Source: an optimization exercise on an open RTL-to-GDS flow (aim: small area, a short achievable clock period and few clock cycles per item). Production flows keep margins and buffers that such runs may drop. Only simulation tests tie the RTL to the original design; equivalence was not proved.

[design/flow/config.mk]
export PLATFORM = sky130hd
export DESIGN_NAME = sm4Core
export DESIGN_NICKNAME = sm4Core
export VERILOG_FILES = /design/flow/design.v
export SDC_FILE = /design/flow/constraint.sdc
export NUM_CORES = 8
export LEC_CHECK = 0
export CAP_MARGIN = 20
export CORE_MARGIN = 2
export CORE_UTILIZATION = 60
export SETUP_SLACK_MARGIN = 5
export SLEW_MARGIN = 20
export TNS_END_PERCENT = 0
[design/flow/constraint.sdc]
create_clock -name core_clock -period 11.0 [get_ports {clk}]
set_input_delay 2.2000 -clock core_clock [delete_from_list [all_inputs] [get_ports {clk}]]
set_output_delay 2.2000 -clock core_clock [all_outputs]
set_load 0.01 [all_outputs]
[design/flow/design.v]
`default_nettype none
package sm4TablesPkg;
  function automatic logic [8:0] invForms(input logic [3:0] d);
    case (d)
      4'd0: invForms = 9'd0;
      4'd1: invForms = 9'd432;
      4'd2: invForms = 9'd216;
      4'd3: invForms = 9'd360;
      4'd4: invForms = 9'd45;
      4'd5: invForms = 9'd325;
      4'd6: invForms = 9'd427;
      4'd7: invForms = 9'd371;
      4'd8: invForms = 9'd54;
      4'd9: invForms = 9'd413;
      4'd10: invForms = 9'd390;
      4'd11: invForms = 9'd245;
      4'd12: invForms = 9'd27;
      4'd13: invForms = 9'd350;
      4'd14: invForms = 9'd238;
      4'd15: invForms = 9'd195;
      default: invForms = 9'd0;
    endcase
  endfunction
  function automatic logic [7:0] sbox(input logic [7:0] a);
    logic t1, t2, t3, t4, t5, t6, t7, t8, t9, t10, t11, t12;
    logic t13, t14, t15, t16, t17, t18, t19, t20, t21, t22, t23, t24;
    logic t25, t26, t27, t28, t29, t30, t31, t32, t33, t34, t35, t36;
    logic t37, t38, t39, t40, t41, t42, p0, p1, p2, p3, p4, p5;
    logic p6, p7, p8, u1, u2, u3, u4, u5, u6, u7, u8, u9;
    logic u10, u11, u12, u13, u14, u15, u16, dd0, dd1, dd3, qh0, qs0;
    logic qh1, qs1, qh2, qs2, qh3, qs3, qh4, qs4, qh5, qs5, qh6, qs6;
    logic qh7, qs7, qh8, qs8, w1, w2, w3, w4, w5, w6, w7, w8;
    logic w9, w10, w11, w12, w13, w14, w15, w16, w17, w18, w19, w20;
    logic w21, w22, w23, w24, w25, w26, w27, w28, w29, w30, w31, w32;
    logic w33, w34;
    logic [3:0] d;
    logic [8:0] fd;
    t1 = a[2] ^ a[4];
    t2 = a[0] ^ a[1];
    t3 = a[3] ^ a[5];
    t4 = a[6] ^ a[7];
    t5 = t1 ^ t2;
    t6 = a[3] ^ a[7];
    t7 = t1 ^ t4;
    t8 = a[2] ^ a[6];
    t9 = a[4] ^ t2;
    t10 = a[2] ^ a[7];
    t11 = a[1] ^ a[5];
    t12 = a[7] ^ t1;
    t13 = t3 ^ t4;
    t14 = t1 ^ t3;
    t15 = t2 ^ t3;
    t16 = a[0] ^ a[7];
    t17 = a[0] ^ a[3];
    t18 = a[1] ^ a[4];
    t19 = a[3] ^ a[4];
    t20 = a[6] ^ t3;
    t21 = a[1] ^ t6;
    t22 = a[7] ^ t3;
    t23 = a[1] ^ t8;
    t24 = a[5] ^ t10;
    t25 = t2 ^ t6;
    t26 = t1 ^ t16;
    t27 = t18 ^ t6;
    t28 = a[6] ^ t5;
    t29 = a[2] ^ t13;
    t30 = a[3] ^ t5;
    t31 = a[0] ^ t14;
    t32 = a[5] ^ t7;
    t33 = a[1] ^ t7;
    t34 = t3 ^ t5;
    t35 = t4 ^ t9;
    t36 = t11 ^ t12;
    t37 = t15 ^ t8;
    t38 = t6 ^ t9;
    t39 = t11 ^ t7;
    t40 = t17 ^ t7;
    t41 = t20 ^ t5;
    t42 = t13 ^ t9;
    p0 = ~t41 & ~t25;
    p1 = t42 & t12;
    p2 = ~t10 & ~t30;
    p3 = ~a[6] & ~t36;
    p4 = ~t5 & ~t14;
    p5 = t28 & t21;
    p6 = t34 & t31;
    p7 = ~t29 & ~t22;
    p8 = ~t35 & ~t26;
    u1 = p4 ^ t19;
    u2 = p4 ^ t27;
    u3 = p4 ^ t24;
    u4 = p4 ^ t33;
    u5 = p0 ^ p2;
    u6 = p3 ^ u2;
    u7 = p0 ^ p1;
    u8 = p5 ^ u4;
    u9 = p3 ^ p6;
    u10 = p7 ^ u3;
    u11 = p5 ^ p7;
    u12 = p8 ^ u1;
    u13 = u5 ^ u6;
    u14 = u7 ^ u8;
    u15 = u10 ^ u9;
    u16 = u11 ^ u12;
    dd0 = ~u13;
    dd1 = ~u14;
    dd3 = ~u16;
    d = {dd3, u15, dd1, dd0};
    fd = invForms(d);
    qh0 = ~t41 & fd[0];
    qs0 = t32 & fd[0];
    qh1 = t42 & fd[1];
    qs1 = t37 & fd[1];
    qh2 = ~t10 & fd[2];
    qs2 = t38 & fd[2];
    qh3 = ~a[6] & fd[3];
    qs3 = t39 & fd[3];
    qh4 = ~t5 & fd[4];
    qs4 = t15 & fd[4];
    qh5 = t28 & fd[5];
    qs5 = t40 & fd[5];
    qh6 = t34 & fd[6];
    qs6 = a[1] & fd[6];
    qh7 = ~t29 & fd[7];
    qs7 = t8 & fd[7];
    qh8 = ~t35 & fd[8];
    qs8 = t23 & fd[8];
    w1 = qh3 ^ qh4;
    w2 = qs1 ^ qs8;
    w3 = qh2 ^ qh7;
    w4 = qh1 ^ qh8;
    w5 = qs2 ^ qs3;
    w6 = qh0 ^ qs0;
    w7 = w1 ^ w2;
    w8 = qh6 ^ qs6;
    w9 = qs1 ^ qs5;
    w10 = qs0 ^ qs7;
    w11 = qs4 ^ w3;
    w12 = w3 ^ w4;
    w13 = w5 ^ w9;
    w14 = w11 ^ w6;
    w15 = qh0 ^ qs2;
    w16 = qh2 ^ qs7;
    w17 = qh3 ^ qh5;
    w18 = qs2 ^ qs6;
    w19 = qs3 ^ w2;
    w20 = qh8 ^ w17;
    w21 = w15 ^ w4;
    w22 = w16 ^ w6;
    w23 = w10 ^ w18;
    w24 = w21 ^ w8;
    w25 = w1 ^ w12;
    w26 = w19 ^ w8;
    w27 = w10 ^ w12;
    w28 = w20 ^ w5;
    w29 = w22 ^ w7;
    w30 = w24 ^ w7;
    w31 = w13 ^ w25;
    w32 = w27 ^ w7;
    w33 = w14 ^ w26;
    w34 = w14 ^ w28;
    sbox[0] = ~w30;
    sbox[1] = ~w31;
    sbox[2] = w33;
    sbox[3] = w13;
    sbox[4] = ~w32;
    sbox[5] = w29;
    sbox[6] = ~w34;
    sbox[7] = ~w23;
  endfunction
  function automatic logic [31:0] ck(input logic [4:0] i);
    case (i)
      5'd0: ck = 32'h00070e15;
      5'd1: ck = 32'h1c232a31;
      5'd2: ck = 32'h383f464d;
      5'd3: ck = 32'h545b6269;
      5'd4: ck = 32'h70777e85;
      5'd5: ck = 32'h8c939aa1;
      5'd6: ck = 32'ha8afb6bd;
      5'd7: ck = 32'hc4cbd2d9;
      5'd8: ck = 32'he0e7eef5;
      5'd9: ck = 32'hfc030a11;
      5'd10: ck = 32'h181f262d;
      5'd11: ck = 32'h343b4249;
      5'd12: ck = 32'h50575e65;
      5'd13: ck = 32'h6c737a81;
      5'd14: ck = 32'h888f969d;
      5'd15: ck = 32'ha4abb2b9;
      5'd16: ck = 32'hc0c7ced5;
      5'd17: ck = 32'hdce3eaf1;
      5'd18: ck = 32'hf8ff060d;
      5'd19: ck = 32'h141b2229;
      5'd20: ck = 32'h30373e45;
      5'd21: ck = 32'h4c535a61;
      5'd22: ck = 32'h686f767d;
      5'd23: ck = 32'h848b9299;
      5'd24: ck = 32'ha0a7aeb5;
      5'd25: ck = 32'hbcc3cad1;
      5'd26: ck = 32'hd8dfe6ed;
      5'd27: ck = 32'hf4fb0209;
      5'd28: ck = 32'h10171e25;
      5'd29: ck = 32'h2c333a41;
      5'd30: ck = 32'h484f565d;
      5'd31: ck = 32'h646b7279;
      default: ck = 32'h0;
    endcase
  endfunction
  localparam logic [127:0] FK = {
    32'ha3b1bac6,
    32'h56aa3350,
    32'h677d9197,
    32'hb27022dc
  };
  function automatic logic [31:0] rotl(input logic [31:0] w, input int unsigned n);
    rotl = (w << n) | (w >> (32 - n));
  endfunction
  function automatic logic [31:0] tauSub(input logic [31:0] a);
    tauSub = {sbox(a[31:24]), sbox(a[23:16]), sbox(a[15:8]), sbox(a[7:0])};
  endfunction
  function automatic logic [31:0] dataT(input logic [31:0] x);
    logic [31:0] b;
    b = tauSub(x);
    dataT = b ^ rotl(b, 2) ^ rotl(b, 10) ^ rotl(b, 18) ^ rotl(b, 24);
  endfunction
  function automatic logic [31:0] keyT(input logic [31:0] x);
    logic [31:0] b;
    b = tauSub(x);
    keyT = b ^ rotl(b, 13) ^ rotl(b, 23);
  endfunction
endpackage
`default_nettype wire
`default_nettype none
package sm4CorePkg;
  localparam int WORD_W  = 32;
  localparam int BLOCK_W = 128;
  localparam int ROUNDS  = 32;
  localparam int ROUND_W = 5;
endpackage
`default_nettype wire
`default_nettype none
import sm4CorePkg::*;
module sm4Core (
  input  wire logic                             clk,
  input  wire logic                             rst_n,
  input  wire logic                             start,
  input  wire logic                             decrypt,
  input  wire logic [sm4CorePkg::BLOCK_W-1:0]   key,
  input  wire logic [sm4CorePkg::BLOCK_W-1:0]   textIn,
  output logic [sm4CorePkg::BLOCK_W-1:0]        textOut,
  output logic                                  done
);
  localparam logic [ROUND_W-1:0] CNT_LAST = ROUND_W'(ROUNDS - 1);
  logic               busy;
  logic               spec;
  logic               hitR;
  logic               rounds;
  logic               decMode;
  logic               valid;
  logic [ROUND_W-1:0] cnt;
  logic [ROUND_W-1:0] cntNext;
  logic               accept;
  logic               missNow;
  logic               lastRound;
  logic               toRounds;
  logic               keyBack;
  logic               dataRound;
  logic               saveEnd;
  logic               keyBackNext;
  logic [BLOCK_W-1:0] keyIn;
  logic [BLOCK_W-1:0] kw;
  logic [BLOCK_W-1:0] ko;
  assign keyIn     = key ^ sm4TablesPkg::FK;
  assign accept    = start && !busy;
  assign missNow   = spec && !hitR;
  assign lastRound = busy && rounds && !spec && (cnt == '0);
  assign toRounds  = busy && !rounds && (!decMode || cnt == CNT_LAST);
  always_comb
  begin
    if (accept)
      cntNext = decrypt ? CNT_LAST : ROUND_W'(1);
    else if (!busy || lastRound || missNow)
      cntNext = '0;
    else if (rounds ? decMode : (decMode && cnt == CNT_LAST))
      cntNext = rounds ? cnt - 1'b1 : cnt;
    else
      cntNext = cnt + 1'b1;
  end
  assign keyBackNext = accept ? decrypt
                              : (busy && !lastRound && !missNow && decMode && (rounds || toRounds));
  always_ff @(posedge clk or negedge rst_n)
  begin
    if (!rst_n)
    begin
      busy      <= 1'b0;
      spec      <= 1'b0;
      hitR      <= 1'b0;
      rounds    <= 1'b0;
      decMode   <= 1'b0;
      valid     <= 1'b0;
      cnt       <= '0;
      done      <= 1'b0;
      keyBack   <= 1'b0;
      dataRound <= 1'b0;
    end
    else
    begin
      done <= lastRound;
      cnt  <= cntNext;
      spec <= accept;
      hitR <= valid && (keyIn == kw);
      keyBack   <= keyBackNext;
      dataRound <= accept || (busy && !lastRound && !missNow && (rounds || toRounds));
      if (accept)
      begin
        busy    <= 1'b1;
        rounds  <= 1'b1;
        decMode <= decrypt;
      end
      else
      begin
        if (lastRound)
        begin
          busy  <= 1'b0;
          valid <= 1'b1;
        end
        if (missNow)
          rounds <= 1'b0;
        else if (toRounds)
          rounds <= 1'b1;
      end
    end
  end
  logic [WORD_W-1:0] k0, k1, k2, k3;
  logic [WORD_W-1:0] tk;
  logic [WORD_W-1:0] e0, e1, e2, e3;
  logic              stepFwd;
  logic              stepBack;
  logic              encEnd;
  logic [WORD_W-1:0] z;
  assign {k0, k1, k2, k3} = kw;
  assign tk = sm4TablesPkg::keyT(z);
  assign encEnd   = lastRound && !decMode;
  assign stepFwd  = (accept && !decrypt) || (busy && !keyBack && !encEnd && !missNow);
  assign stepBack = busy && keyBack && !missNow;
  always_comb
  begin
    if ((accept && decrypt) || missNow || encEnd)
      {e0, e1, e2, e3} = ko;
    else if (stepFwd)
      {e0, e1, e2, e3} = {k1, k2, k3, k0};
    else if (stepBack)
      {e0, e1, e2, e3} = {k3, k0, k1, k2};
    else
      {e0, e1, e2, e3} = kw;
  end
  always_ff @(posedge clk)
    kw <= {(tk & {WORD_W{stepBack}}) ^ e0, e1, e2, (tk & {WORD_W{stepFwd}}) ^ e3};
  always_ff @(posedge clk)
    z <= (tk & {WORD_W{keyBackNext ? stepBack : stepFwd}}) ^
         (e1 ^ e2 ^ (keyBackNext ? e0 : e3) ^ sm4TablesPkg::ck(cntNext));
  assign saveEnd = busy && !missNow && (decMode ? (rounds && cnt == CNT_LAST)
                                                : (!rounds || cnt == '0));
  always_ff @(posedge clk)
  begin
    if (accept)
      ko <= keyIn;
    else if (saveEnd)
      ko <= kw;
  end
  logic [WORD_W-1:0] x0, x1, x2, x3;
  logic [WORD_W-1:0] ex0, ex1, ex2, ex3;
  logic [WORD_W-1:0] y;
  logic [WORD_W-1:0] ty;
  logic              dataStep;
  assign dataStep = dataRound && !missNow;
  assign ty = sm4TablesPkg::dataT(y);
  always_comb
  begin
    if (accept)
      {ex0, ex1, ex2, ex3} = textIn;
    else if (dataStep)
      {ex0, ex1, ex2, ex3} = {x1, x2, x3, x0};
    else
      {ex0, ex1, ex2, ex3} = {x0, x1, x2, x3};
  end
  always_ff @(posedge clk)
  begin
    {x0, x1, x2} <= {ex0, ex1, ex2};
    x3 <= (ty & {WORD_W{dataStep}}) ^ ex3;
    y  <= (ty & {WORD_W{dataStep}}) ^ (tk & {WORD_W{stepFwd}}) ^ (ex1 ^ ex2 ^ ex3 ^ e3);
  end
  assign textOut = {x3, x2, x1, x0};
endmodule
`default_nettype wire
[design/flow/flow/run.sh]
#!/bin/bash
# Own layout flow: the standard flow (standard.sh) with two changes.
#  - Synthesis is the standard one except for the ABC script that maps the
#    logic between the registers: flow/abc.script (ORFS's area script, a
#    delay-driven map with area recovery) instead of the speed script.
#    The flip-flops are mapped before ABC runs and ABC does not touch them,
#    so registers, their names and cells are the standard synthesis's.
#  - flow/knobs.txt adds ORFS variables to the make calls: the port buffers
#    are buf_1 cells (every port still gets one), and the timing repair
#    aims at a larger setup margin. The clock and constraints are the standard flow's.
# Each tool's full output goes to a log file of its own in this folder
# (synth.log, layout.log, and ORFS's own logs under orfs/logs).
set -euo pipefail
here=$(pwd)
fdir=$here/flow

# synthesis script: synth_recipe.tcl with ORFS's synth.tcl swapped for a copy
# whose abc call uses flow/abc.script.
sed "s#^  log_cmd abc {\*}\$abc_args#  set abc_args [lreplace \$abc_args 1 1 $fdir/abc.script]\n  log_cmd abc {*}\$abc_args#" \
  "$FLOW_HOME/scripts/synth.tcl" > "$here/own_synth.tcl"
grep -q "abc.script" "$here/own_synth.tcl"
sed "s#\$::env(SCRIPTS_DIR)/synth.tcl#$here/own_synth.tcl#" "$here/synth_recipe.tcl" > "$here/own_synth_recipe.tcl"
grep -q "own_synth.tcl" "$here/own_synth_recipe.tcl"

knobs=()
if [[ -f $fdir/knobs.txt ]]; then
  while IFS= read -r line; do
    [[ -n "$line" && "$line" != \#* ]] && knobs+=("$line")
  done < "$fdir/knobs.txt"
fi

bash standard.sh "SYNTH_SCRIPT=$here/own_synth_recipe.tcl" "${knobs[@]}" synth > "$here/synth.log" 2>&1
bash standard.sh "SYNTH_SCRIPT=$here/own_synth_recipe.tcl" "${knobs[@]}" finish > "$here/layout.log" 2>&1
test -f "$here/out/final.def"
[design/flow/flow/abc.script]
strash
dch
map -B 0.9
topo
stime -c
buffer -c
upsize -c
dnsize -c
[design/flow/flow/knobs.txt]
BUFFER_PORTS_ARGS=-buffer_cell sky130_fd_sc_hd__buf_1
SETUP_SLACK_MARGIN=6
[design/flow/standard.sh]
#!/bin/bash
# synth_recipe.tcl (not shown) runs the flow's synth.tcl, then flattens the netlist and writes it again
# the make line also repeats each setting of config.mk as NAME=value (left out here)
make -C /OpenROAD-flow-scripts/flow DESIGN_CONFIG=/design/flow/config.mk WORK_HOME=/design/flow/orfs CLKGATE_MAP_FILE= SYNTH_SCRIPT=/design/flow/synth_recipe.tcl "${@:-finish}"
==> impl_metrics.py, run 1 <==
metrics = {
    "synth": {
        "synth_edf_count": 160,
        "synthDistinctLibCells": 65,
        "synth-seq-cells": 462,
        "yosys_warnings": 1,
        "synth-main-ff-cell": "dfxtp_1",
        "syn_area_per_cell_sq_um": 6.12,
        "synth_area_leader_cell": "nand2_1",
        "netlist_top_cells_area": "nand2_1, dfxtp_1, edfxtp_1",
        "synthCells": 7337,
        "async_flop_share_pct": 3.03,
        "syn_area_sq_um": 44900,
        "yosysSeqAreaShare_pct": 24.3,
        "syn_nets": 7648,
        "synth_top_cell_area_share_pct": 25.2,
    },
    "route": {
        "wire_per_inst_um": 20.1,
        "drc": 0,
        "vias": 50100,
        "drtAntennaViolNets": 0,
        "dr.first_iter.drc_count": 6599,
        "first_pass_iters": 9,
        "wirelength_mm": 172,
        "drt-vias-per-instance": 5.85,
    },
    "sta": {
        "setup_viol": 0,
        "rsz0062_at_grt": "true",
        "fin_crit_ps": 4930,
        "fin_crit_sh_pct": 44.8,
        "timing.hold.ws_ps": 496,
        "setup_slack_ps": 6070,
        "fmax_mhz": 203,
        "worst_slew_pin_slew_ps": 1180,
        "fin_setup_tns_ps": 0,
        "slew_violations": 0,
        "hold_violations": 0,
        "relSlewSlack_pct": 21.1,
        "fin_worst_skew_ps": 47.2,
    },
    "cts": {
        "cts_buffers": 48,
        "root_buffer": "clkbuf_16",
        "cts_tree": "built",
        "postCtsHoldBufs": 0,
        "clk_path_buf_depth": 3,
        "h-tree-depth": 2,
        "path_clk_slew_ps": 60,
        "cts.sinks": 462,
        "clk_latency_ps": 640,
    },
    "die": {
        "start_util_pct": 60.5,
        "core_sq_um": 74200,
        "die_w_um": 277,
        "die-height_um": 277,
        "dieArea_sq_um": 77000,
        "io_pins": 389,
        "rows": 100,
    },
    "global_routing": {
        "grt_pass1_wl_mm": 256,
        "antenna_found_initial": 5,
        "grtUsageTotal_pct": 42.7,
        "grt_pass1_vias": 44400,
        "grt_start_max_net_pins": 163,
        "grt_overflow": 0,
    },
    "run_status": {
        "status": "complete, no violations",
    },
    "setup_path": {
        "worst_ep_arrival_time_ps": 5460,
        "required_ps": 11530,
        "critPathMaxStageDelay_ps": 520,
        "cp_max_fo": 9,
        "start_kind": "flop",
        "crit_top_cell": "nand2_1",
        "cp_slowest_cell": "dfxtp_2",
        "end_kind": "flop",
        "path_class": "reg -> reg",
    },
    "placement": {
        "placed_cell_area_sq_um": 46500,
        "routabilityCongestion": 1.06,
        "portBuffers": 388,
        "place_ws_ps": 4400,
        "dp_hpwl_mm": 134,
    },
    "final_layout": {
        "area_delta_synth_final_pct": 8.24,
        "nets": 7861,
        "layout_common_cells": "nand2_1, nand3_1, inv_1",
        "layout-drive-gt1-share_pct": 8.09,
        "stdcell_area_sq_um": 48600,
        "final_common_cell": "nand2_1",
    },
    "run": {
        "max_cap_viol_count": 0,
    },
    "hold_path": {
        "min_path_type": "reg -> reg",
    },
}
==> final timing paths <==
check                        from     end  slack, ps  cells after the start
max                          y[7]   y[11]       6070                     35
min                        ko[61]  kw[61]        500                      1
max reg2reg                  y[7]   y[11]       6070                     35
min reg2reg                ko[61]  kw[61]        500                      1
max in group asynchronous   rst_n    busy       8740                      1
min in group asynchronous   rst_n  cnt[0]       1680                      1
==> cells in the mapped netlist, types with 51 or more instances <==
library cell  count
nand2_1        3008
nand3_1         620
inv_1           563
o21ai_0         411
nor2_1          373
xor2_1          353
dfxtp_1         288
xnor2_1         255
nand2_2         195
edfxtp_1        160
clkbuf_1        158
a21oi_1         124
o211ai_1         97
inv_2            76
a31oi_1          67
o22ai_1          64
ha_1             51
==> critical path, delay by kind of cell (launching register included) <==
family                   cells  cell delay (ps)
AO/OA/AOI/OAI                1              150
XOR/XNOR                     1              250
adder cells (fa/ha/maj)      1              210
buffers and inverters        2              260
flip-flops                   1              520
AND/OR/NAND/NOR             30             3420
==> area by class of cell <==
type,count,area (sq um)
flip-flops and latches,462,11000
multi-input cells,5971,30500
diodes,3,7.51
repair buffers,418,1770
clock inverters,21,195
repair inverters,1,11.3
clock buffers,69,1310
fillers,7167,25600
well taps,969,1210
inverters,648,2500
==> per-stage QoR <==
step | cells | utilization (%)
floorplan | 7337 | -
global placement | 8456 | 62.7
detailed placement | 8456 | 62.7
CTS | 8547 | 64.9
global route | 8559 | 65.5
finish | 8562 | 65.5
==> state kept, by name (all words and copies together) (netlist names) <==
register	count
busy	1
valid	1
kw	128
dataRound	1
ko	128
rounds	1
x3	32
hitR	1
x1	32
done	1
decMode	1
x2	32
x0	32
keyBack	1
spec	1
cnt	5
z	32
y	32
==> logic make-up after synthesis <==
group / Yosys count / share of synthesized area [%]
flip-flops: 462 / 24.3
adder cells (fa/ha/maj): 51 / 1.42
AND/OR/NAND/NOR: 4418 / 41.7
XOR/XNOR: 642 / 13.2
buffers and inverters: 904 / 8.26
AO/OA/AOI/OAI: 860 / 11.1
==> per-layer routing <==
| layer | wire length [um] | part of all wire [%] | global-route usage, % |
|---|---|---|---|
| met5 | 14 | 0.0081 | 0 |
| met4 | 12100 | 7.0 | 24.9 |
| met3 | 21700 | 13 | 9.38 |
| met2 | 71100 | 41 | 63.4 |
| met1 | 67300 | 39 | 56.9 |
==> repair_timing <==
action | in CTS | in global routing
setup buffers | 1 | 10
setup endpoints to repair | 115 | 160
gates resized for setup | 31 | 96
gates cloned | 0 | 2
pin swaps | 1 | 1
Testbench counts, summed over its fixed seeds: cycles 56,002, blocks 1,600.
==> inputs of run 2 (changes only) <==
==> design/flow/flow/knobs.txt (replaced) <==
BUFFER_PORTS_ARGS=-buffer_cell sky130_fd_sc_hd__buf_1
SETUP_SLACK_MARGIN=7
==> impl_metrics.py, run 2 <==
metrics = {
    "sta": {
        "fin_worst_skew_ps": 41.8,
        "fin_crit_ps": 4510,
        "fin_crit_sh_pct": 41.0,
        "fmax_mhz": 222,
        "setup_viol": 0,
        "hold_violations": 0,
        "rsz0062_at_grt": "true",
        "timing.hold.ws_ps": 525,
        "relSlewSlack_pct": 26.5,
        "fin_setup_tns_ps": 0,
        "worst_slew_pin_slew_ps": 1100,
        "slew_violations": 0,
    },
    "setup_path": {
        "end_kind": "flop",
        "required_ps": 11470,
        "start_kind": "flop",
        "crit_top_cell": "nand2_1",
        "crit_family": "simple AND/OR/NAND/NOR gates",
        "critPathMaxStageDelay_ps": 490,
        "worst_ep_arrival_time_ps": 4980,
        "cp_max_fo": 10,
        "cp_slowest_cell": "dfxtp_4",
        "path_buf_inv": 4,
        "path_class": "reg -> reg",
    },
    "synth": {
        "synth-main-ff-cell": "dfxtp_1",
        "synthCells": 7337,
        "yosysMostFrequentCell": "nand2_1",
        "async_flop_share_pct": 3.03,
        "yosysSeqAreaShare_pct": 24.3,
        "yosys_warnings": 1,
        "synth_edf_count": 160,
        "syn_area_per_cell_sq_um": 6.12,
        "synth_top_cell_area_share_pct": 25.2,
        "ys_top_cells_by_count": "nand2_1, nand3_1, inv_1",
        "syn_nets": 7648,
        "syn_area_sq_um": 44900,
        "synth-seq-cells": 462,
        "synthDistinctLibCells": 65,
        "synth_area_leader_cell": "nand2_1",
        "netlist_top_cells_area": "nand2_1, dfxtp_1, edfxtp_1",
    },
    "cts": {
        "cts.sinks": 462,
        "clk_latency_ps": 640,
        "cts_buffers": 49,
        "root_buffer": "clkbuf_16",
        "clk_path_buf_depth": 3,
        "path_clk_slew_ps": 70,
        "h-tree-depth": 2,
        "cts_tree": "built",
        "postCtsHoldBufs": 0,
    },
    "final_layout": {
        "nets": 8289,
        "final_common_cell": "nand2_1",
        "layout_common_cells": "nand2_1, nand2_2, inv_1",
        "stdcell_area_sq_um": 59700,
        "area_delta_synth_final_pct": 33.1,
        "seqCellArea_sq_um": 11200,
        "fill_cells": 5178,
        "layout-drive-gt1-share_pct": 27.6,
        "multi_input_area_sq_um": 37100,
        "top_regs": "ko (128), kw (128)",
    },
    "placement": {
        "portBuffers": 388,
        "placed_cell_area_sq_um": 46600,
        "dp_hpwl_mm": 133,
        "routabilityCongestion": 1.07,
    },
    "die": {
        "die-height_um": 277,
        "die_w_um": 277,
        "core_sq_um": 74200,
        "start_util_pct": 60.5,
        "dieArea_sq_um": 77000,
        "io_pins": 389,
        "rows": 100,
    },
    "global_routing": {
        "grt_overflow": 0,
        "antenna_found_initial": 6,
        "grt_pass1_wl_mm": 276,
        "grtUsageTotal_pct": 45.9,
        "grt_pass1_vias": 47800,
        "grt_start_max_net_pins": 103,
    },
    "route": {
        "wire_per_inst_um": 22.9,
        "first_pass_iters": 12,
        "wirelength_mm": 206,
        "drtAntennaViolNets": 0,
        "vias": 56200,
        "drc": 0,
        "drt-vias-per-instance": 6.25,
        "dr.first_iter.drc_count": 7964,
    },
    "hold_path": {
        "min_path_type": "reg -> reg",
    },
    "run": {
        "max_cap_viol_count": 0,
    },
    "run_status": {
        "status": "complete, no violations",
    },
}
run 2: path summary, 6_finish.rpt:
| check | start | end | slack, ps | depth (start not counted) |
|---|---|---|---|---|
| max in group asynchronous | rst_n | spec | 8560 | 1 |
| setup / recovery | z[7] | y[0] | 6490 | 33 |
| hold reg to reg | ko[61] | kw[61] | 530 | 1 |
| setup reg to reg | z[7] | y[0] | 6490 | 33 |
| hold / removal | ko[61] | kw[61] | 530 | 1 |
| min in group asynchronous | rst_n | done | 1760 | 1 |
run 2: cell type report:
cell class | count | share of cell area, %
antenna | 2 | 0.00838
clock buffer | 72 | 2.52
clock inverter | 19 | 0.362
inverter | 648 | 4.55
multi-input combinational | 5975 | 62.1
sequential | 462 | 18.7
tap | 969 | 2.03
timing repair buffer | 836 | 9.64
timing repair inverter | 6 | 0.0922
run 2: through the flow:
step                      instances  setup WS, ps  util [%]
after global placement         8459          4620      62.8
after floorplan                7337          6940         -
after global routing           8987          6390      80.5
after CTS                      8751          6910      71.3
after detailed placement       8459          4580      62.8
final                          8989          6490      80.5
run 2: logic make-up (layout without fill, tap and decap cells):
logic type,after synthesis,count (layout),share of synthesized area (%)
buffers and inverters,904,1581,8.26
adder cells (fa/ha/maj),51,51,1.42
flip-flops,462,462,24.3
other,0,2,0
AND/OR/NAND/NOR,4418,4421,41.7
AO/OA/AOI/OAI,860,861,11.1
XOR/XNOR,642,642,13.2
run 2: per-layer routing:
metal | vias up | GRT usage (%) | part of all wire, %
met5 | - | 0.688 | 0.0063
met4 | 2 | 29.3 | 9.0
met3 | 1150 | 12.3 | 15
met2 | 4498 | 67.6 | 42
li1 | 24800 | - | -
met1 | 25800 | 59.4 | 34
run 2: repair_timing:
action | in CTS | in global routing
pin swaps | 152 | 533
endpoints found under the setup margin | 308 | 221
endpoints found under the hold margin | 0 | 0
buffers inserted | 181 | 228
gates cloned | 20 | 8
gates resized for setup | 661 | 1236
==> inputs of run 3 (changes only) <==
==> design/flow/flow/knobs.txt (replaced) <==
BUFFER_PORTS_ARGS=-buffer_cell sky130_fd_sc_hd__buf_1
SETUP_SLACK_MARGIN=6.4
==> impl_metrics.py, run 3 <==
metrics = {
    "synth": {
        "yosys_warnings": 1,
        "syn_nets": 7648,
        "synth_top_cell_area_share_pct": 25.2,
        "yosysSeqAreaShare_pct": 24.3,
        "async_flop_share_pct": 3.03,
        "synthCells": 7337,
        "yosysMostFrequentCell": "nand2_1",
        "synth_edf_count": 160,
        "syn_area_per_cell_sq_um": 6.12,
        "synth-seq-cells": 462,
        "syn_area_sq_um": 44900,
        "synthDistinctLibCells": 65,
        "synth-main-ff-cell": "dfxtp_1",
        "ys_top_cells_by_count": "nand2_1, nand3_1, inv_1",
        "netlist_top_cells_area": "nand2_1, dfxtp_1, edfxtp_1",
        "synth_area_leader_cell": "nand2_1",
    },
    "setup_path": {
        "end_kind": "flop",
        "worstRegToRegCells": 27,
        "cp_max_fo": 2,
        "required_ps": 11480,
        "cp_slowest_cell": "nor4b_1",
        "reg2reg_to": "y[30]",
        "start_kind": "input pin",
        "crit_end": "hitR",
        "path_cells": "buf_1 -> xnor2_1 -> nand4_1 -> nor4b_1 -> nand4_1 -> nor3_1 -> nand4_1 -> nor2_1",
        "worst_ep_arrival_time_ps": 5170,
        "r2r_setup_slack_ps": 6540,
        "path_class": "in -> reg",
        "crit_start": "key[0]",
        "critPathMaxStageDelay_ps": 600,
        "crit_top_cell": "nand4_1",
        "crit-reg2reg-launch": "z[19]",
    },
    "run": {
        "max_cap_viol_count": 0,
    },
    "cts": {
        "cts.sinks": 462,
        "postCtsHoldBufs": 0,
        "clk_latency_ps": 640,
        "cts_buffers": 47,
        "path_clk_slew_ps": 60,
        "cts_tree": "built",
        "clk_path_buf_depth": 3,
        "h-tree-depth": 2,
        "root_buffer": "clkbuf_16",
    },
    "sta": {
        "slew_violations": 0,
        "worst_slew_pin_slew_ps": 1070,
        "fin_worst_skew_ps": 45.0,
        "fmax_mhz": 214,
        "fin_crit_ps": 4680,
        "rsz0062_at_grt": "true",
        "fin_setup_tns_ps": 0,
        "setup_viol": 0,
        "relSlewSlack_pct": 28.6,
        "setup_slack_ps": 6320,
        "hold_violations": 0,
        "fin_crit_sh_pct": 42.6,
    },
    "die": {
        "die-height_um": 277,
        "core_sq_um": 74200,
        "dieArea_sq_um": 77000,
        "start_util_pct": 60.5,
        "die_w_um": 277,
        "rows": 100,
        "io_pins": 389,
    },
    "final_layout": {
        "seqCellArea_sq_um": 11100,
        "layout-drive-gt1-share_pct": 12.6,
        "layout_common_cells": "nand2_1, nand3_1, inv_1",
        "top_regs": "ko (128), kw (128)",
        "final_common_cell": "nand2_1",
        "nets": 7974,
        "fill_cells": 6672,
        "area_delta_synth_final_pct": 15.3,
        "final_cells": 8672,
        "multi_input_area_sq_um": 32000,
    },
    "route": {
        "vias": 51600,
        "dr.first_iter.drc_count": 6234,
        "wl_met2_mm": 74.3,
        "wirelength_mm": 181,
        "drtAntennaViolNets": 0,
        "first_pass_iters": 10,
        "top_layer": "met5",
        "wl_met3_mm": 23.6,
        "drc": 0,
        "wl_met1_mm": 69.3,
        "drt-vias-per-instance": 5.95,
        "wire_per_inst_um": 20.8,
    },
    "global_routing": {
        "grtUsageTotal_pct": 43.7,
        "grt_start_max_net_pins": 131,
        "grt_pass1_wl_mm": 263,
        "grt_overflow": 0,
        "antenna_found_initial": 6,
        "grt_pass1_vias": 45400,
    },
    "hold_path": {
        "min_path_type": "reg -> reg",
    },
    "run_status": {
        "status": "complete, no violations",
    },
    "placement": {
        "place_ws_ps": 3860,
        "routabilityCongestion": 1.04,
        "portBuffers": 388,
        "dp_hpwl_mm": 133,
        "place_inst": 8457,
    },
}
[run 3: cell counts after synthesis]
Identical to the previous run, type by type.
[run 3: what timing repair did]
item,CTS,global route
resized for setup,151,396
cloned,13,9
hold endpoints to repair,0,0
setup buffers,17,86
setup endpoints to repair,353,160
pin swaps,8,67
[run 3: worst min path at each step]
stage | startpoint | endpoint | slack (ps) | depth (start not counted)
global route | x2[17] | x1[17] | 550 | 2
detailed placement | ko[61] | kw[61] | 500 | 1
CTS | x2[5] | x1[5] | 520 | 2
finish | x2[10] | x1[10] | 530 | 2
global placement | ko[61] | kw[61] | 520 | 1
floorplan | valid | valid | 440 | 1
[run 3: critical path, delay by kind of cell]
family	cells	cell delay [ps]
buffers and inverters	1	220
XOR/XNOR	1	530
AND/OR/NAND/NOR	6	2200
[run 3: kinds of logic (layout without fill, tap and decap cells)]
kind of cell / count (synthesis) / in the layout / share of synthesized area [%]
other: 0 / 1 / 0
XOR/XNOR: 642 / 642 / 13.2
adder cells (fa/ha/maj): 51 / 51 / 1.42
AND/OR/NAND/NOR: 4418 / 4418 / 41.7
flip-flops: 462 / 462 / 24.3
buffers and inverters: 904 / 1269 / 8.26
AO/OA/AOI/OAI: 860 / 860 / 11.1
[run 3: cell type report]
class,count,share of cell area (%)
inverter,648,4.92
antenna,1,0.00484
clock inverter,24,0.517
sequential,462,21.5
timing repair inverter,3,0.0532
tap,969,2.34
multi-input combinational,5971,61.9
clock buffer,64,2.64
timing repair buffer,530,6.08
[run 3: metal layers]
layer	global-route usage, %	vias up
li1	-	24200
met1	57.7	23600
met2	64.7	3212
met3	10.9	646
met4	25.6	6
met5	0	-
[run 3: metrics by stage]
| stage | cell area [sq um] | hold WS [ps] | util, % |
|---|---|---|---|
| 2_1_floorplan | 44900 | 440 | - |
| 3_3_place_gp | 46600 | 516 | 62.8 |
| 3_5_place_dp | 46600 | 502 | 62.8 |
| 4_1_cts | 49200 | 522 | 66.3 |
| 5_1_grt | 51700 | 554 | 69.7 |
| 6_report | 51700 | 530 | 69.7 |
==> inputs of run 4 (changes only) <==
==> design/flow/flow/knobs.txt (replaced) <==
BUFFER_PORTS_ARGS=-buffer_cell sky130_fd_sc_hd__buf_1
SETUP_SLACK_MARGIN=6.6
==> impl_metrics.py, run 4 <==
metrics = {
    "synth": {
        "async_flop_share_pct": 3.03,
        "yosys_warnings": 1,
        "syn_area_sq_um": 44900,
        "synth-main-ff-cell": "dfxtp_1",
        "synthCells": 7337,
        "synth-seq-cells": 462,
        "synthDistinctLibCells": 65,
        "synth_edf_count": 160,
        "syn_area_per_cell_sq_um": 6.12,
        "ys_top_cells_by_count": "nand2_1, nand3_1, inv_1",
        "synth_area_leader_cell": "nand2_1",
        "netlist_top_cells_area": "nand2_1, dfxtp_1, edfxtp_1",
        "yosysMostFrequentCell": "nand2_1",
        "yosysSeqAreaShare_pct": 24.3,
        "syn_nets": 7648,
        "synth_top_cell_area_share_pct": 25.2,
    },
    "die": {
        "start_util_pct": 60.5,
        "io_pins": 389,
        "rows": 100,
        "die_w_um": 277,
        "dieArea_sq_um": 77000,
        "core_sq_um": 74200,
        "die-height_um": 277,
    },
    "global_routing": {
        "antenna_found_initial": 4,
        "grtUsageTotal_pct": 44.3,
        "grt_overflow": 0,
        "grt_pass1_vias": 45900,
        "grt_pass1_wl_mm": 265,
        "grt_start_max_net_pins": 209,
    },
    "setup_path": {
        "cp_slowest_cell": "xnor2_1",
        "critPathMaxStageDelay_ps": 570,
        "required_ps": 11490,
        "start_kind": "input pin",
        "path_cells": "buf_1 -> inv_2 -> nor2_4 -> buf_12 -> buf_12 -> nand2_1 -> o21ai_0 -> xnor2_1 -> xnor2_1 -> inv_1 -> nand3_1 -> nand2_1",
        "crit_family": "buffers and inverters",
        "worstRegToRegCells": 31,
        "path_buf_inv": 5,
        "end_kind": "flop",
        "path_depth": 12,
        "cp_max_fo": 208,
        "path_class": "in -> reg",
        "worst_ep_arrival_time_ps": 4930,
    },
    "route": {
        "wirelength_mm": 183,
        "first_pass_iters": 6,
        "wire_per_inst_um": 20.9,
        "drc": 0,
        "drtAntennaViolNets": 0,
        "dr.first_iter.drc_count": 6605,
        "drt-vias-per-instance": 5.97,
        "vias": 52400,
    },
    "sta": {
        "setup_slack_ps": 6560,
        "hold_violations": 0,
        "slew_violations": 0,
        "fin_crit_sh_pct": 40.4,
        "rsz0062_at_grt": "true",
        "worst_slew_pin_slew_ps": 1000,
        "fin_setup_tns_ps": 0,
        "fin_crit_ps": 4440,
        "setup_viol": 0,
        "relSlewSlack_pct": 32.9,
        "fin_worst_skew_ps": 33.1,
        "fmax_mhz": 225,
    },
    "run_status": {
        "status": "complete, no violations",
    },
    "final_layout": {
        "stdcell_area_sq_um": 53600,
        "fill_cells": 6387,
        "nets": 8069,
        "layout_common_cells": "nand2_1, nand3_1, inv_1",
        "layout-drive-gt1-share_pct": 16.9,
        "final_cells": 8770,
        "area_delta_synth_final_pct": 19.5,
        "top_regs": "ko (128), kw (128)",
        "final_common_cell": "nand2_1",
    },
    "cts": {
        "cts_buffers": 47,
        "cts.sinks": 462,
        "h-tree-depth": 2,
        "postCtsHoldBufs": 0,
        "clk_latency_ps": 630,
        "clk_path_buf_depth": 3,
        "path_clk_slew_ps": 70,
        "root_buffer": "clkbuf_16",
        "cts_tree": "built",
    },
    "placement": {
        "placed_cell_area_sq_um": 46600,
        "place_ws_ps": 4010,
        "dp_hpwl_mm": 134,
        "place_inst": 8460,
        "portBuffers": 388,
        "routabilityCongestion": 1.04,
    },
    "run": {
        "max_cap_viol_count": 0,
    },
    "hold_path": {
        "holdPathStages": 2,
        "min_path_type": "reg -> reg",
    },
}
-- run 4: worst reg2reg max path, delay by kind of cell (launching register included) --
family | cells | cell delay, ps
xor+xnor | 3 | 650
fa+ha+maj | 1 | 160
buf+inv | 5 | 410
flops | 1 | 470
simple gates | 22 | 2590
-- run 4: per-layer routing --
layer | track usage [%] | vias to the layer above | routed length [um]
met5 | 0 | - | 0
met4 | 26.2 | 0 | 13000
met3 | 10.3 | 653 | 25200
met2 | 66.2 | 3364 | 76900
met1 | 58.1 | 24000 | 68300
li1 | - | 24400 | -
-- run 4: final cells by class --
| type | count | area [sq um] | share of cell area, % |
|---|---|---|---|
| Antenna cell | 4 | 10.0 | 0.0187 |
| Clock buffer | 64 | 1320 | 2.47 |
| Clock inverter | 24 | 190 | 0.355 |
| Inverter | 648 | 2550 | 4.75 |
| Multi-Input combinational cell | 5972 | 33300 | 62.1 |
| Sequential cell | 462 | 11200 | 20.8 |
| Tap cell | 969 | 1210 | 2.26 |
| Timing Repair Buffer | 623 | 3860 | 7.19 |
| Timing Repair inverter | 4 | 33.8 | 0.0630 |
-- run 4: repair_timing --
item	4_1_cts	5_1_grt
buffers inserted	33	165
resized for setup	264	610
pin swaps	15	164
setup endpoints to repair	306	160
gates cloned	15	4
-- run 4: path summary, 6_finish.rpt --
path | startpoint | end | slack (ps)
setup / recovery | start | y[25] | 6560
hold / removal | x2[30] | x1[30] | 530
setup reg to reg | z[4] | y[20] | 6620
hold reg to reg | x2[30] | x1[30] | 530
max in group asynchronous | rst_n | dataRound | 9210
min in group asynchronous | rst_n | done | 1550
-- run 4: stage by stage --
step / hold slack, ps / utilization, %
2_1_floorplan: 440 / -
3_5_place_dp: 497 / 62.8
6_report: 531 / 72.3
3_3_place_gp: 512 / 62.8
4_1_cts: 526 / 67.0
5_1_grt: 557 / 72.3
-- run 4: kinds of logic (layout without fill, tap and decap cells) --
kind of cell               count (synthesis)  count (layout)  synth area share, %
DFF                                      462             462                 24.3
and+or+nand+nor                         4418            4419                 41.7
buffers and inverters                    904            1363                 8.26
AOI/OAI and AO/OA                        860             860                 11.1
other                                      0               4                    0
xor gates and xnor gates                 642             642                 13.2
adders and majority gates                 51              51                 1.42
==> inputs of run 5 (changes only) <==
==> design/flow/flow/knobs.txt (replaced) <==
BUFFER_PORTS_ARGS=-buffer_cell sky130_fd_sc_hd__buf_1
SETUP_SLACK_MARGIN=6.5
==> impl_metrics.py, run 5 <==
metrics = {
    "sta": {
        "setup_slack_ps": 6450,
        "fin_worst_skew_ps": 31.0,
        "slew_violations": 0,
        "fin_crit_ps": 4550,
        "rsz0062_at_grt": "true",
        "fin_setup_tns_ps": 0,
        "worst_slew_pin_slew_ps": 1230,
        "fmax_mhz": 220,
        "fin_crit_sh_pct": 41.3,
        "setup_viol": 0,
        "relSlewSlack_pct": 17.2,
        "hold_violations": 0,
    },
    "synth": {
        "synth_area_leader_cell": "nand2_1",
        "synthDistinctLibCells": 65,
        "synth-seq-cells": 462,
        "syn_nets": 7648,
        "synth_top_cell_area_share_pct": 25.2,
        "yosys_warnings": 1,
        "async_flop_share_pct": 3.03,
        "netlist_top_cells_area": "nand2_1, dfxtp_1, edfxtp_1",
        "ys_top_cells_by_count": "nand2_1, nand3_1, inv_1",
        "yosysSeqAreaShare_pct": 24.3,
        "synth-main-ff-cell": "dfxtp_1",
        "syn_area_sq_um": 44900,
        "syn_area_per_cell_sq_um": 6.12,
        "synthCells": 7337,
        "yosysMostFrequentCell": "nand2_1",
        "synth_edf_count": 160,
    },
    "final_layout": {
        "final_common_cell": "nand2_1",
        "layout-drive-gt1-share_pct": 14.7,
        "fill_cells": 6582,
        "multi_input_area_sq_um": 32600,
        "area_delta_synth_final_pct": 16.8,
        "layout_common_cells": "nand2_1, nand3_1, inv_1",
        "top_regs": "ko (128), kw (128)",
        "seqCellArea_sq_um": 11200,
        "nets": 8009,
    },
    "placement": {
        "place_ws_ps": 4010,
        "portBuffers": 388,
        "routabilityCongestion": 1.04,
        "dp_hpwl_mm": 134,
    },
    "global_routing": {
        "antenna_found_initial": 3,
        "grtUsageTotal_pct": 43.5,
        "grt_pass1_vias": 45300,
        "grt_start_max_net_pins": 209,
        "grt_overflow": 0,
        "grt_pass1_wl_mm": 262,
    },
    "setup_path": {
        "critPathMaxStageDelay_ps": 970,
        "path_buf_inv": 6,
        "path_class": "in -> reg",
        "required_ps": 11540,
        "cp_max_fo": 33,
        "path_cells": "buf_1 -> inv_2 -> nor2_4 -> buf_12 -> clkinv_16 -> nor2_4 -> nor3_4 -> buf_12 -> clkbuf_16 -> o21ai_0 -> nand2_1 -> o21ai_0 -> xnor2_1 -> xnor2_1",
        "worst_ep_arrival_time_ps": 5090,
        "end_kind": "flop",
        "cp_slowest_cell": "o21ai_0",
        "start_kind": "input pin",
        "crit_family": "compound AO/OA/AOI/OAI gates",
    },
    "cts": {
        "root_buffer": "clkbuf_16",
        "path_clk_slew_ps": 60,
        "cts_tree": "built",
        "cts.sinks": 462,
        "clk_path_buf_depth": 3,
        "clk_latency_ps": 620,
        "h-tree-depth": 2,
        "cts_buffers": 47,
    },
    "die": {
        "dieArea_sq_um": 77000,
        "core_sq_um": 74200,
        "io_pins": 389,
        "start_util_pct": 60.5,
        "die_w_um": 277,
        "die-height_um": 277,
        "rows": 100,
    },
    "route": {
        "wire_per_inst_um": 20.7,
        "drc": 0,
        "first_pass_iters": 8,
        "vias": 51600,
        "dr.first_iter.drc_count": 6578,
        "drtAntennaViolNets": 0,
        "wirelength_mm": 181,
        "drt-vias-per-instance": 5.92,
    },
    "run_status": {
        "status": "complete, no violations",
    },
    "hold_path": {
        "min_path_type": "reg -> reg",
    },
    "run": {
        "max_cap_viol_count": 0,
    },
}
-- run 5: layout make-up --
| type | count | share of cell area [%] |
|---|---|---|
| Antenna cell | 4 | 0.0191 |
| Clock buffer | 64 | 2.53 |
| Clock inverter | 24 | 0.363 |
| Inverter | 648 | 4.87 |
| Multi-Input combinational cell | 5972 | 62.3 |
| Sequential cell | 462 | 21.3 |
| Tap cell | 969 | 2.31 |
| Timing Repair Buffer | 562 | 6.27 |
| Timing Repair inverter | 5 | 0.0788 |
-- run 5: through the flow --
stage	area [sq um]	hold WS [ps]	std cells	utilization, %
2_1_floorplan	44900	440	7337	-
3_3_place_gp	46600	512	8460	62.8
5_1_grt	52400	547	8708	70.6
3_5_place_dp	46600	497	8460	62.8
6_report	52400	534	8710	70.6
4_1_cts	49000	526	8571	66.0
-- run 5: path summary, 6_finish.rpt --
kind	depth (start not counted)	slack (ps)	startpoint	to
worst max-delay path	14	6450	start	z[3]
worst min-delay path	2	530	x2[12]	x1[12]
worst max register to register	31	6600	z[9]	y[10]
worst min register to register	2	530	x2[12]	x1[12]
max in group asynchronous	2	9200	rst_n	dataRound
min in group asynchronous	2	1550	rst_n	done
-- run 5: repair_timing --
item / 4_1_cts / 5_1_grt
setup buffers: 14 / 125
pin swaps: 11 / 105
gates cloned: 9 / 9
hold buffers: 0 / 0
setup endpoints to repair: 306 / 160
resized for setup: 166 / 547
-- run 5: metal layers --
layer	routed length, um	GRT usage, %	share of wire (%)	up-vias
li1	-	-	-	24200
met1	68800	58.3	38	23600
met2	75600	65.5	42	3220
met3	24200	8.82	13	584
met4	12100	23.9	6.7	0
met5	0	0	0	-
-- run 5: cell families (layout without fill, tap and decap cells) --
kind of cell / Yosys count / count (layout) / synth area share [%]
buffers and inverters: 904 / 1303 / 8.26
other: 0 / 4 / 0
adders and majority gates: 51 / 51 / 1.42
xor gates and xnor gates: 642 / 642 / 13.2
AOI/OAI and AO/OA: 860 / 860 / 11.1
DFF: 462 / 462 / 24.3
and+or+nand+nor: 4418 / 4419 / 41.7
-- run 5: tightest hold or removal path: stages (launching register included) --
cell     delay, ps
dfxtp_1        320
nand2_1         60
a31oi_1         90
==> inputs of run 6 (changes only) <==
==> design/flow/flow/knobs.txt (replaced) <==
BUFFER_PORTS_ARGS=-buffer_cell sky130_fd_sc_hd__buf_1
SETUP_SLACK_MARGIN=6.25
==> impl_metrics.py, run 6 <==
metrics = {
    "run_status": {
        "status": "complete, no violations",
    },
    "synth": {
        "netlist_top_cells_area": "nand2_1, dfxtp_1, edfxtp_1",
        "synth_simple_gate_area_share_pct": 41.7,
        "yosysSeqAreaShare_pct": 24.3,
        "yosys_warnings": 1,
        "synth_top_cell_area_share_pct": 25.2,
        "synth_area_leader_cell": "nand2_1",
        "synthDistinctLibCells": 65,
        "synth_top_family_by_area": "simple AND/OR/NAND/NOR gates",
        "synth_fa_ha_area_share_pct": 1.42,
        "async_flop_share_pct": 3.03,
        "synthMuxAreaShare_pct": 0,
        "syn_area_sq_um": 44900,
        "syn_area_per_cell_sq_um": 6.12,
        "synth_edf_count": 160,
        "synth_compound_area_share_pct": 11.1,
        "ys_top_cells_by_count": "nand2_1, nand3_1, inv_1",
        "synth-seq-cells": 462,
        "synthCells": 7337,
        "synth-main-ff-cell": "dfxtp_1",
        "yosysMostFrequentCell": "nand2_1",
        "synth_xor_area_share_pct": 13.2,
        "syn_nets": 7648,
    },
    "route": {
        "dr.first_iter.drc_count": 6418,
        "wire_per_inst_um": 20.0,
        "wirelength_mm": 173,
        "drtAntennaViolNets": 0,
        "drt-vias-per-instance": 5.87,
        "first_pass_iters": 9,
        "drc": 0,
        "vias": 50600,
    },
    "setup_path": {
        "path_class": "in -> reg",
        "critPathMaxStageDelay_ps": 900,
        "path_cells": "buf_1 -> inv_1 -> nor2_4 -> buf_4 -> buf_4 -> o21ai_0",
        "end_kind": "flop",
        "path_depth": 6,
        "crit_top_cell": "buf_4",
        "cp_slowest_cell": "buf_4",
        "reg2reg_to": "y[10]",
        "cp_max_fo": 103,
        "crit_end": "ko[78]",
        "path_buf_inv": 4,
        "worstRegToRegCells": 34,
        "crit_family": "buffers and inverters",
        "crit_start": "start",
        "r2r_setup_slack_ps": 6430,
        "crit-reg2reg-launch": "y[8]",
        "required_ps": 11230,
        "worst_ep_arrival_time_ps": 5000,
        "start_kind": "input pin",
    },
    "final_layout": {
        "fin_util_pct": 67.6,
        "nets": 7918,
        "fill_cells": 6936,
        "layout-drive-gt1-share_pct": 10.7,
        "final_common_cell": "nand2_1",
        "top_regs": "ko (128), kw (128)",
        "area_delta_synth_final_pct": 11.8,
        "layout_common_cells": "nand2_1, nand3_1, inv_1",
    },
    "die": {
        "rows": 100,
        "start_util_pct": 60.5,
        "dieArea_sq_um": 77000,
        "die-height_um": 277,
        "core_sq_um": 74200,
        "io_pins": 389,
        "die_w_um": 277,
    },
    "sta": {
        "fin_setup_tns_ps": 0,
        "fin_crit_ps": 4770,
        "slew_violations": 0,
        "fin_crit_sh_pct": 43.4,
        "fmax_mhz": 210,
        "setup_viol": 0,
        "worst_slew_pin_slew_ps": 1070,
        "fin_worst_skew_ps": 26.1,
        "hold_violations": 0,
        "rsz0062_at_grt": "true",
        "relSlewSlack_pct": 27.8,
    },
    "cts": {
        "postCtsHoldBufs": 0,
        "path_clk_slew_ps": 60,
        "cts_buffers": 50,
        "cts_tree": "built",
        "root_buffer": "clkbuf_16",
        "clk_path_buf_depth": 3,
        "h-tree-depth": 2,
        "cts.sinks": 462,
        "clk_latency_ps": 620,
    },
    "placement": {
        "routabilityCongestion": 1.04,
        "dp_hpwl_mm": 135,
        "portBuffers": 388,
    },
    "global_routing": {
        "grtUsageTotal_pct": 42.6,
        "grt_start_max_net_pins": 104,
        "grt_overflow": 0,
        "grt_pass1_wl_mm": 256,
        "antenna_found_initial": 6,
        "grt_pass1_vias": 44600,
    },
    "hold_path": {
        "min_path_type": "reg -> reg",
    },
    "run": {
        "max_cap_viol_count": 0,
    },
}
## run 6: cell type report
type                    count  area (sq um)  share of cell area, %
diodes                      2          5.00                0.00998
well taps                 969          1210                   2.42
inverters                 648          2490                   4.97
clock buffers              69          1440                   2.86
repair buffers            472          2170                   4.33
multi-input cells        5972         31400                   62.6
flip-flops and latches    462         11100                   22.2
clock inverters            25           298                  0.594
repair inverters            1          7.51                 0.0150
## run 6: stage by stage
stage	instances	setup slack [ps]	hold slack [ps]	area [sq um]
floorplan	7337	6020	440	44900
global placement	8462	5260	515	46600
detailed placement	8462	5220	509	46600
CTS	8561	6140	523	48600
global route	8619	6090	543	50200
finish	8620	6230	529	50200
## run 6: how the worst min path moves through the flow
stage,end,cells after the start,slack [ps],startpoint
finish,kw[61],1,530,ko[61]
global route,kw[61],1,540,ko[61]
CTS,kw[61],1,520,ko[61]
detailed placement,kw[61],1,510,ko[61]
global placement,x1[11],2,510,x2[11]
floorplan,valid,1,440,valid
## run 6: cell families after synthesis
group                    after synthesis
AO/OA/AOI/OAI                        860
XOR/XNOR                             642
adder cells (fa/ha/maj)               51
buffers and inverters                904
flip-flops                           462
AND/OR/NAND/NOR                     4418
## run 6: per-layer routing
layer / share of wire [%] / global-route usage [%]
met5: 0.0075 / 0
met4: 6.8 / 23.9
met3: 12 / 8.52
met2: 42 / 63.2
met1: 39 / 57.8
## run 6: worst reg2reg max path, delay by kind of cell (launching register included)
kind	cells	cell delay, ps
xor+xnor	2	640
fa+ha+maj	1	300
buf+inv	4	270
flops	1	410
simple gates	27	2820
## run 6: what timing repair did
action	in CTS	in global routing
buffers inserted	3	57
gates cloned	2	0
setup endpoints to repair	124	161
resized for setup	84	277
pin swaps	1	18
==> inputs of run 7 (changes only) <==
==> design/flow/flow/knobs.txt (replaced) <==
BUFFER_PORTS_ARGS=-buffer_cell sky130_fd_sc_hd__buf_1
SETUP_SLACK_MARGIN=6.5
--- a/design/flow/config.mk
+++ b/design/flow/config.mk
@@ -7,7 +7,7 @@
 export LEC_CHECK = 0
 export CAP_MARGIN = 20
 export CORE_MARGIN = 2
-export CORE_UTILIZATION = 60
+export CORE_UTILIZATION = 65
 export SETUP_SLACK_MARGIN = 5
 export SLEW_MARGIN = 20
 export TNS_END_PERCENT = 0
==> impl_metrics.py, run 7 <==
metrics = {
    "run_status": {
        "status": "complete, no violations",
    },
    "setup_path": {
        "crit_top_cell": "nand4_1",
        "path_class": "in -> reg",
        "worstRegToRegCells": 34,
        "path_cells": "buf_1 -> xnor2_1 -> nand4_1 -> nor4b_2 -> nand4_1 -> nor3_1 -> nand4_1 -> nor2_1",
        "critPathMaxStageDelay_ps": 520,
        "cp_max_fo": 2,
        "start_kind": "input pin",
        "worst_ep_arrival_time_ps": 5260,
        "cp_slowest_cell": "xnor2_1",
        "end_kind": "flop",
        "required_ps": 11470,
    },
    "global_routing": {
        "grt_overflow": 0,
        "grtUsageTotal_pct": 45.7,
        "antenna_found_initial": 5,
        "grt_pass1_wl_mm": 252,
        "grt_start_max_net_pins": 167,
        "grt_pass1_vias": 44700,
    },
    "final_layout": {
        "final_common_cell": "nand2_1",
        "layout_common_cells": "nand2_1, nand3_1, inv_1",
        "area_delta_synth_final_pct": 13.8,
        "layout-drive-gt1-share_pct": 12.6,
        "final_cells": 8577,
        "top_regs": "ko (128), kw (128)",
        "fill_cells": 5720,
        "stdcell_area_sq_um": 51100,
        "nets": 7962,
    },
    "sta": {
        "fin_setup_tns_ps": 0,
        "fin_worst_skew_ps": 34.2,
        "fmax_mhz": 209,
        "setup_viol": 0,
        "rsz0062_at_grt": "true",
        "worst_slew_pin_slew_ps": 1100,
        "fin_crit_sh_pct": 43.5,
        "slew_violations": 0,
        "hold_violations": 0,
        "relSlewSlack_pct": 24.6,
        "fin_crit_ps": 4790,
    },
    "route": {
        "wire_per_inst_um": 20.4,
        "dr.first_iter.drc_count": 7119,
        "first_pass_iters": 12,
        "drc": 0,
        "vias": 51800,
        "drt-vias-per-instance": 6.04,
        "wirelength_mm": 175,
        "drtAntennaViolNets": 0,
    },
    "synth": {
        "synth_top_cell_area_share_pct": 25.2,
        "yosysMostFrequentCell": "nand2_1",
        "syn_nets": 7648,
        "synthCells": 7337,
        "yosysSeqAreaShare_pct": 24.3,
        "synth_area_leader_cell": "nand2_1",
        "yosys_warnings": 1,
        "syn_area_per_cell_sq_um": 6.12,
        "synth-main-ff-cell": "dfxtp_1",
        "ys_top_cells_by_count": "nand2_1, nand3_1, inv_1",
        "netlist_top_cells_area": "nand2_1, dfxtp_1, edfxtp_1",
        "syn_area_sq_um": 44900,
        "async_flop_share_pct": 3.03,
        "synth-seq-cells": 462,
        "synthDistinctLibCells": 65,
        "synth_edf_count": 160,
    },
    "die": {
        "core_sq_um": 68500,
        "io_pins": 389,
        "dieArea_sq_um": 71200,
        "rows": 96,
        "die_w_um": 267,
        "die-height_um": 267,
        "start_util_pct": 65.5,
    },
    "cts": {
        "clk_path_buf_depth": 3,
        "h-tree-depth": 2,
        "cts_buffers": 48,
        "cts.sinks": 462,
        "postCtsHoldBufs": 0,
        "path_clk_slew_ps": 70,
        "clk_latency_ps": 630,
        "root_buffer": "clkbuf_16",
        "cts_tree": "built",
    },
    "placement": {
        "placed_cell_area_sq_um": 46500,
        "routabilityCongestion": 1.07,
        "place_inst": 8375,
        "portBuffers": 388,
        "dp_hpwl_mm": 131,
    },
    "run": {
        "max_cap_viol_count": 0,
    },
    "hold_path": {
        "holdPathStages": 2,
        "min_path_type": "reg -> reg",
    },
}
run 7: final timing paths:
path	end	startpoint	slack [ps]
min in group asynchronous	keyBack	rst_n	1550
max	hitR	key[0]	6210
max reg2reg	y[6]	y[3]	6520
min	x1[24]	x2[24]	530
min reg2reg	x1[24]	x2[24]	530
max in group asynchronous	hitR	rst_n	9210
run 7: final cells by class:
type / instances / area, sq um / area share (%)
timing repair buffer: 516 / 2680 / 5.25
antenna: 4 / 10.0 / 0.0196
sequential: 462 / 11100 / 21.8
clock inverter: 29 / 264 / 0.517
tap: 882 / 1100 / 2.16
inverter: 648 / 2560 / 5.01
timing repair inverter: 4 / 37.5 / 0.0735
multi-input combinational: 5971 / 32000 / 62.6
clock buffer: 61 / 1320 / 2.59
run 7: logic make-up (layout without fill, tap and decap cells):
| kind of cell | after synthesis | in the layout | share of synthesized area [%] |
|---|---|---|---|
| AO/OA/AOI/OAI | 860 | 860 | 11.1 |
| XOR/XNOR | 642 | 642 | 13.2 |
| adder cells (fa/ha/maj) | 51 | 51 | 1.42 |
| buffers and inverters | 904 | 1258 | 8.26 |
| flip-flops | 462 | 462 | 24.3 |
| other | 0 | 4 | 0 |
| AND/OR/NAND/NOR | 4418 | 4418 | 41.7 |
run 7: metrics by stage:
step	utilization (%)	hold WS (ps)	worst slack, ps
6_report	74.6	531	6210
5_1_grt	74.6	561	6270
4_1_cts	70.9	532	6260
3_5_place_dp	67.9	518	4730
3_3_place_gp	67.9	511	4840
2_1_floorplan	-	440	6470
run 7: repair_timing:
action | CTS | global route
pin swaps | 8 | 59
setup buffers | 10 | 91
hold endpoints to repair | 0 | 0
gates cloned | 2 | 5
endpoints found under the setup margin | 212 | 161
gates resized for setup | 123 | 413
run 7: critical path: cells and delay by family:
kind	cells	cell delay, ps
XOR/XNOR	1	520
buffers and inverters	1	250
AND/OR/NAND/NOR	6	2280
run 7: routing by layer:
layer	up-vias	GRT usage, %	wire (um)
li1	24200	-	-
met1	23600	59.0	64000
met2	3407	67.4	72100
met3	675	12.0	25300
met4	6	29.5	13800
met5	-	0	50

-- re-timing with driven ports --
In the flow no input, the clock included, has a driving cell. The finished layouts below were timed again as built, in two steps. Step 1: set_driving_cell puts a clkbuf_16 on clk and a buf_2 on each other input, an assumption about the parent block. Step 2 adds t to the input delays and takes it off the output delays; t is the mean of the earliest and latest rising clock arrival at the registers after step 1. Input paths then give back, and output paths get back, about the clock's delay inside the block. a / b / c = no drivers / after step 1 / after step 2; a / b = the first two.
run | t, ns | setup slack, ns | worst setup path after step 2 | latest minus earliest clock arrival (ns)
run 1 | 0.674 | 6.070 / 6.070 / 5.489 | input to register | 0.048 / 0.048
run 2 | 0.681 | 6.489 / 6.489 / 5.915 | input to register | 0.045 / 0.045
run 3 | 0.672 | 6.317 / 6.348 / 5.676 | input to register | 0.050 / 0.049
run 4 | 0.667 | 6.559 / 6.594 / 5.927 | input to register | 0.034 / 0.033
run 5 | 0.662 | 6.452 / 6.487 / 5.825 | input to register | 0.032 / 0.032
run 6 | 0.668 | 6.229 / 6.250 / 5.582 | input to register | 0.028 / 0.028
run 7 | 0.674 | 6.213 / 6.251 / 5.576 | input to register | 0.037 / 0.037
After both steps setup and hold are still met in every run listed. The setup slack of run 6, which loses most, moves by +0.021 ns with the drivers and by -0.647 ns with both steps.
